From an optimization exercise on the open Yosys and OpenROAD flow, aimed at small area and a short achievable clock period; shortcuts taken in it are not production practice.
Function was checked by simulation only, so behaviour that the tests miss may differ from the original.
Power is estimated from default activity; no workload was simulated.

## old
## ddr5_dimm_responder
module ddr5_dimm_responder (
  input  logic        clk,
  input  logic        rst,
  input  logic        cmd_valid,
  input  logic [2:0]  cmd_type,
  input  logic        cmd_channel,
  input  logic [2:0]  cmd_bg,
  input  logic [1:0]  cmd_bank,
  input  logic [15:0] cmd_row,
  input  logic [5:0]  cmd_col,
  output logic        rd_valid,
  output logic [26:0] rd_tag,
  output logic        wr_ack,
  output logic [26:0] wr_tag,
  output logic        err_valid,
  output logic [2:0]  err_code,
  output logic [5:0]  open_banks
);
==> module ddr5_dimm_responder, before the edit <==
module ddr5_dimm_responder (
  input  logic        clk,
  input  logic        rst,
  input  logic        cmd_valid,
  input  logic [2:0]  cmd_type,
  input  logic        cmd_channel,
  input  logic [2:0]  cmd_bg,
  input  logic [1:0]  cmd_bank,
  input  logic [15:0] cmd_row,
  input  logic [5:0]  cmd_col,
  output logic        rd_valid,
  output logic [26:0] rd_tag,
  output logic        wr_ack,
  output logic [26:0] wr_tag,
  output logic        err_valid,
  output logic [2:0]  err_code,
  output logic [5:0]  open_banks
);
  localparam logic [6:0]   T_ACT_LD = 7'b0110000;   
  localparam logic [6:0]   T_PRE_LD = 7'b1000010;   
  localparam logic [127:0] OPEN_SET = 128'h00040560043368510238258d164a1301;
  logic [2:0]  eff;
  assign eff = (cmd_valid && !cmd_channel) ? cmd_type : 3'd0;
  logic [2:0]  p_type;
  logic [4:0]  p_idx;
  logic [15:0] p_row;
  logic [5:0]  p_col;
  always_ff @(posedge clk) begin
    p_type <= eff;
    p_idx  <= {cmd_bg, cmd_bank};
    p_row  <= cmd_row;
    p_col  <= cmd_col;
  end
  logic dec_q;   
  always_ff @(posedge clk or posedge rst) begin
    if (rst) dec_q <= 1'b0;
    else     dec_q <= !dec_q && (eff == 3'd1 || eff == 3'd3 || eff == 3'd5);
  end
  logic [4:0] idx_in;
  assign idx_in = {cmd_bg, cmd_bank};
  logic [6:0]  tmr  [32];
  logic [31:0] live;
  logic [15:0] rows [32];
  logic        pok_q, pre_cand_q, c_q, o_q;
  logic        err_valid_q;
  logic        f_act, f_pre, f_rw;
  assign f_act = pok_q && (p_type == 3'd2) && c_q;
  assign f_rw  = pok_q && (p_type == 3'd4 || p_type == 3'd6) && o_q;
  assign f_pre = pre_cand_q && !err_valid_q && live[p_idx];
  function automatic logic [6:0] tmr_step(input logic [6:0] q);
    tmr_step = {q[5:0], (q[6] == q[5]) && (q != 7'd0)};
  endfunction
  logic [31:0] pre_err_v;
  always_comb begin
    for (int i = 0; i < 32; i++)
      pre_err_v[i] = live[i] && (tmr[i] != 7'd0);
  end
  logic [6:0] s_p;
  logic       closed_p, live_p, open_p;
  assign s_p      = tmr[p_idx];
  assign live_p   = live[p_idx];
  assign closed_p = !live_p && (s_p == 7'd0);
  assign open_p   = live_p && OPEN_SET[s_p];
  logic p_is_act;
  assign p_is_act = (p_type == 3'd1);
  logic       mismatch, pair_err;
  logic [2:0] pair_code;
  logic [2:0]  x_type;
  logic [15:0] x_rowm;
  logic [5:0]  x_colm;
  assign x_type = p_type + 3'd1;
  assign x_rowm = {16{p_is_act}};
  assign x_colm = {6{!p_is_act}};
  assign mismatch  = !cmd_valid || cmd_channel || (|(cmd_type ^ x_type)) || (|(idx_in ^ p_idx)) ||
                     (|((cmd_row ^ p_row) & x_rowm)) || (|((cmd_col ^ p_col) & x_colm));
  assign pair_err  = p_is_act ? !closed_p : !open_p;
  assign pair_code = p_is_act ? (live_p ? 3'd1 : 3'd5) : 3'd2;
  logic is_half2, is_pre;
  assign is_half2 = (eff == 3'd2) || (eff == 3'd4) || (eff == 3'd6);
  assign is_pre   = (eff == 3'd7);
  logic       err_v_d;
  logic [2:0] err_c_d;
  logic pre_err;
  logic [31:0] idx_hot;
  always_comb for (int i = 0; i < 32; i++) idx_hot[i] = (idx_in == 5'(i));
  assign pre_err = (|(pre_err_v & idx_hot)) || (f_act && idx_in == p_idx);
  assign err_v_d = dec_q ? (mismatch || pair_err) : (is_half2 || (is_pre && pre_err));
  assign err_c_d = dec_q ? (mismatch ? 3'd4 : pair_code) : (is_half2 ? 3'd4 : 3'd3);
  logic [2:0] err_code_q;
  logic [5:0] open_q;
  always_ff @(posedge clk or posedge rst) begin
    if (rst) begin
      err_valid_q <= 1'b0;
      err_code_q  <= 3'd0;
      pok_q       <= 1'b0;
      pre_cand_q  <= 1'b0;
      open_q      <= 6'd0;
    end else begin
      err_valid_q <= err_v_d;
      err_code_q  <= err_c_d;
      pok_q       <= dec_q && !mismatch;
      pre_cand_q  <= !dec_q && is_pre;
      open_q      <= open_q + {5'd0, f_act} - {5'd0, f_pre};
    end
  end
  always_ff @(posedge clk) begin
    c_q <= closed_p;
    o_q <= open_p;
  end
  always_ff @(posedge clk or posedge rst) begin
    if (rst) begin
      live <= '0;
      for (int i = 0; i < 32; i++) tmr[i] <= 7'd0;
    end else begin
      for (int i = 0; i < 32; i++) begin
        if (f_act && p_idx == 5'(i)) begin
          tmr[i]  <= T_ACT_LD;
          live[i] <= 1'b1;
        end else if (f_pre && p_idx == 5'(i)) begin
          tmr[i]  <= T_PRE_LD;
          live[i] <= 1'b0;
        end else begin
          tmr[i]  <= tmr_step(tmr[i]);
        end
      end
    end
  end
  always_ff @(posedge clk) begin
    for (int i = 0; i < 32; i++)
      if (f_act && p_idx == 5'(i)) rows[i] <= p_row;
  end
  localparam int HL = 19;    
  localparam int FL = 37;    
  logic          ph;
  logic [FL:1]   v_q, r_q;
  logic          s_v;
  logic [10:0]   s_d;
  logic [10:0]   h_d [1:HL];
  always_ff @(posedge clk or posedge rst) begin
    if (rst) begin
      ph  <= 1'b0;
      s_v <= 1'b0;
      v_q <= '0;
    end else begin
      ph  <= !ph;
      s_v <= f_rw;
      v_q <= {v_q[FL-1:1], f_rw};
    end
  end
  always_ff @(posedge clk) begin
    r_q <= {r_q[FL-1:1], p_type == 3'd4};
    s_d <= {p_idx, p_col};
    if (ph) begin
      h_d[1] <= s_v ? s_d : {p_idx, p_col};
      for (int k = 2; k <= HL; k++) h_d[k] <= h_d[k-1];
    end
  end
  logic        wr_look, rd_look;
  logic [10:0] sel_d;
  logic [15:0] row_m;
  assign wr_look = v_q[FL-1] && !r_q[FL-1];
  assign rd_look = v_q[FL] && r_q[FL];
  assign sel_d   = (rd_look && !ph) ? h_d[HL] : h_d[HL-1];
  assign row_m   = rows[sel_d[10:6]];
  logic        rd_look_q, rd_valid_q, wr_ack_q;
  logic [26:0] rd_tag_q, wr_tag_q;
  always_ff @(posedge clk or posedge rst) begin
    if (rst) begin
      rd_look_q  <= 1'b0;
      rd_valid_q <= 1'b0;
      wr_ack_q   <= 1'b0;
      rd_tag_q   <= '0;
      wr_tag_q   <= '0;
    end else begin
      rd_look_q  <= rd_look;
      rd_valid_q <= rd_look_q;
      wr_ack_q   <= wr_look;
      if (rd_look) rd_tag_q <= {sel_d[10:6], row_m, sel_d[5:0]};
      wr_tag_q   <= {sel_d[10:6], row_m, sel_d[5:0]};
    end
  end
  assign rd_valid   = rd_valid_q;
  assign rd_tag     = rd_tag_q;
  assign wr_ack     = wr_ack_q;
  assign wr_tag     = wr_tag_q;
  assign err_valid  = err_valid_q;
  assign err_code   = err_code_q;
  assign open_banks = open_q;
endmodule
export LEC_CHECK = 0
export CAP_MARGIN = 20
export CORE_MARGIN = 2
export CORE_UTILIZATION = 40
export SLEW_MARGIN = 20
create_clock -name core_clock -period 20.0 [get_ports {clk}]
standard.sh (not shown) runs the stock make flow with config.mk's settings and CLKGATE_MAP_FILE= SYNTH_SCRIPT=/design/flow/synth_recipe.tcl, a recipe that flattens the netlist after the stock synthesis.
==> flow/flow/run.sh <==
#!/bin/bash
# Standard ORFS layout (the standard.sh) with extra optimisation effort:
# - the platform's don't-use list plus the 4-input NOR/OR cells (slow stacked PMOS), so
#   synthesis builds the input-side compare trees from faster gates;
# - repair_timing asked to leave extra setup margin, cells resized across footprints;
# - port buffers of a fixed small cell, clock tree with larger sink clusters and no dummy loads.
# The timing constraints (constraint.sdc) are unchanged; every port still gets a buffer.
set -euo pipefail
source flow/knobs.sh
DONT_USE="$(tr '\n' ' ' < flow/dont_use.txt)"
bash standard.sh SETUP_SLACK_MARGIN=$MARGIN MATCH_CELL_FOOTPRINT=0 "DONT_USE_CELLS=$DONT_USE" \
  "CTS_ARGS=$CTS" "BUFFER_PORTS_ARGS=$PORTBUF" $EXTRA finish > standard_make.log 2>&1
Other scripts of this flow, unchanged in this note and not shown: flow/flow/dont_use.txt, flow/flow/knobs.sh
Relative to old, the following input files were edited for new:
--- a/flow/design.v
+++ b/flow/design.v
@@ -127,42 +127,48 @@
   end
   always_ff @(posedge clk) begin
     for (int i = 0; i < 32; i++)
       if (f_act && p_idx == 5'(i)) rows[i] <= p_row;
   end
-  localparam int HL = 19;    
-  localparam int FL = 37;    
+  localparam int HL = 19;
   logic          ph;
-  logic [FL:1]   v_q, r_q;
-  logic          s_v;
+  logic          s_v, s_r;
   logic [10:0]   s_d;
+  logic [HL:1]   h_v, h_r, h_late;
   logic [10:0]   h_d [1:HL];
+  logic          f_rd;
+  assign f_rd = (p_type == 3'd4);
   always_ff @(posedge clk or posedge rst) begin
     if (rst) begin
       ph  <= 1'b0;
       s_v <= 1'b0;
-      v_q <= '0;
+      h_v <= '0;
     end else begin
       ph  <= !ph;
       s_v <= f_rw;
-      v_q <= {v_q[FL-1:1], f_rw};
+      if (ph) h_v <= {h_v[HL-1:1], f_rw || s_v};
     end
   end
   always_ff @(posedge clk) begin
-    r_q <= {r_q[FL-1:1], p_type == 3'd4};
+    s_r <= f_rd;
     s_d <= {p_idx, p_col};
     if (ph) begin
-      h_d[1] <= s_v ? s_d : {p_idx, p_col};
+      h_r[1]    <= s_v ? s_r : f_rd;
+      h_late[1] <= !s_v;
+      h_d[1]    <= s_v ? s_d : {p_idx, p_col};
+      h_r[HL:2]    <= h_r[HL-1:1];
+      h_late[HL:2] <= h_late[HL-1:1];
       for (int k = 2; k <= HL; k++) h_d[k] <= h_d[k-1];
     end
   end
-  logic        wr_look, rd_look;
+  logic        rd_late, wr_look, rd_look;
   logic [10:0] sel_d;
   logic [15:0] row_m;
-  assign wr_look = v_q[FL-1] && !r_q[FL-1];
-  assign rd_look = v_q[FL] && r_q[FL];
-  assign sel_d   = (rd_look && !ph) ? h_d[HL] : h_d[HL-1];
+  assign rd_late = !ph && h_v[HL] && h_r[HL] && h_late[HL];
+  assign wr_look = h_v[HL-1] && !h_r[HL-1] && (ph == h_late[HL-1]);
+  assign rd_look = rd_late || (ph && h_v[HL-1] && h_r[HL-1] && !h_late[HL-1]);
+  assign sel_d   = rd_late ? h_d[HL] : h_d[HL-1];
   assign row_m   = rows[sel_d[10:6]];
   logic        rd_look_q, rd_valid_q, wr_ack_q;
   logic [26:0] rd_tag_q, wr_tag_q;
   always_ff @(posedge clk or posedge rst) begin
     if (rst) begin
Notes after the runs:
Relative to old, the part of the total power dissipated in combinational logic of new is higher by 0.3 points.
Setup slack after layout came out lower on new than on old.
Of the two values seen for critical path capture point, err_valid_q$_DFF_PP0_ was produced by new and err_valid by old.
Number of sinks on the clock net: new and old compared, higher one is old
new carries fewer flip-flops than old.
Height of the die came out higher on new than on old.

[re-timing with driven ports]
In the flow no input, the clock included, has a driving cell. The finished layouts below were timed again as built, in two steps. Step 1 (the two cells are an assumption about what drives the block):
set clk [get_ports {clk}]
set_driving_cell -lib_cell sky130_fd_sc_hd__clkbuf_16 $clk
set_driving_cell -lib_cell sky130_fd_sc_hd__buf_2 [delete_from_list [all_inputs] $clk]
Step 2 also shifts input and output timing later by t, the mid clock arrival at the registers, as if the neighbouring blocks saw the same clock. Slacks: ideal / step 1 / step 2; pairs: ideal / step 1.
| run | shift t [ns] | slack for setup (ns) | worst data-port slew with drivers (ns) |
|---|---|---|---|
| old | 0.694 | 14.794 / 14.730 / 14.236 | 0.18 |
| new | 0.727 | 14.719 / 14.659 / 14.022 | 0.04 |
After both steps every run listed still meets setup and hold. For new, which loses most, drivers alone change the setup slack by -0.060 ns; drivers and shift together by -0.697 ns.
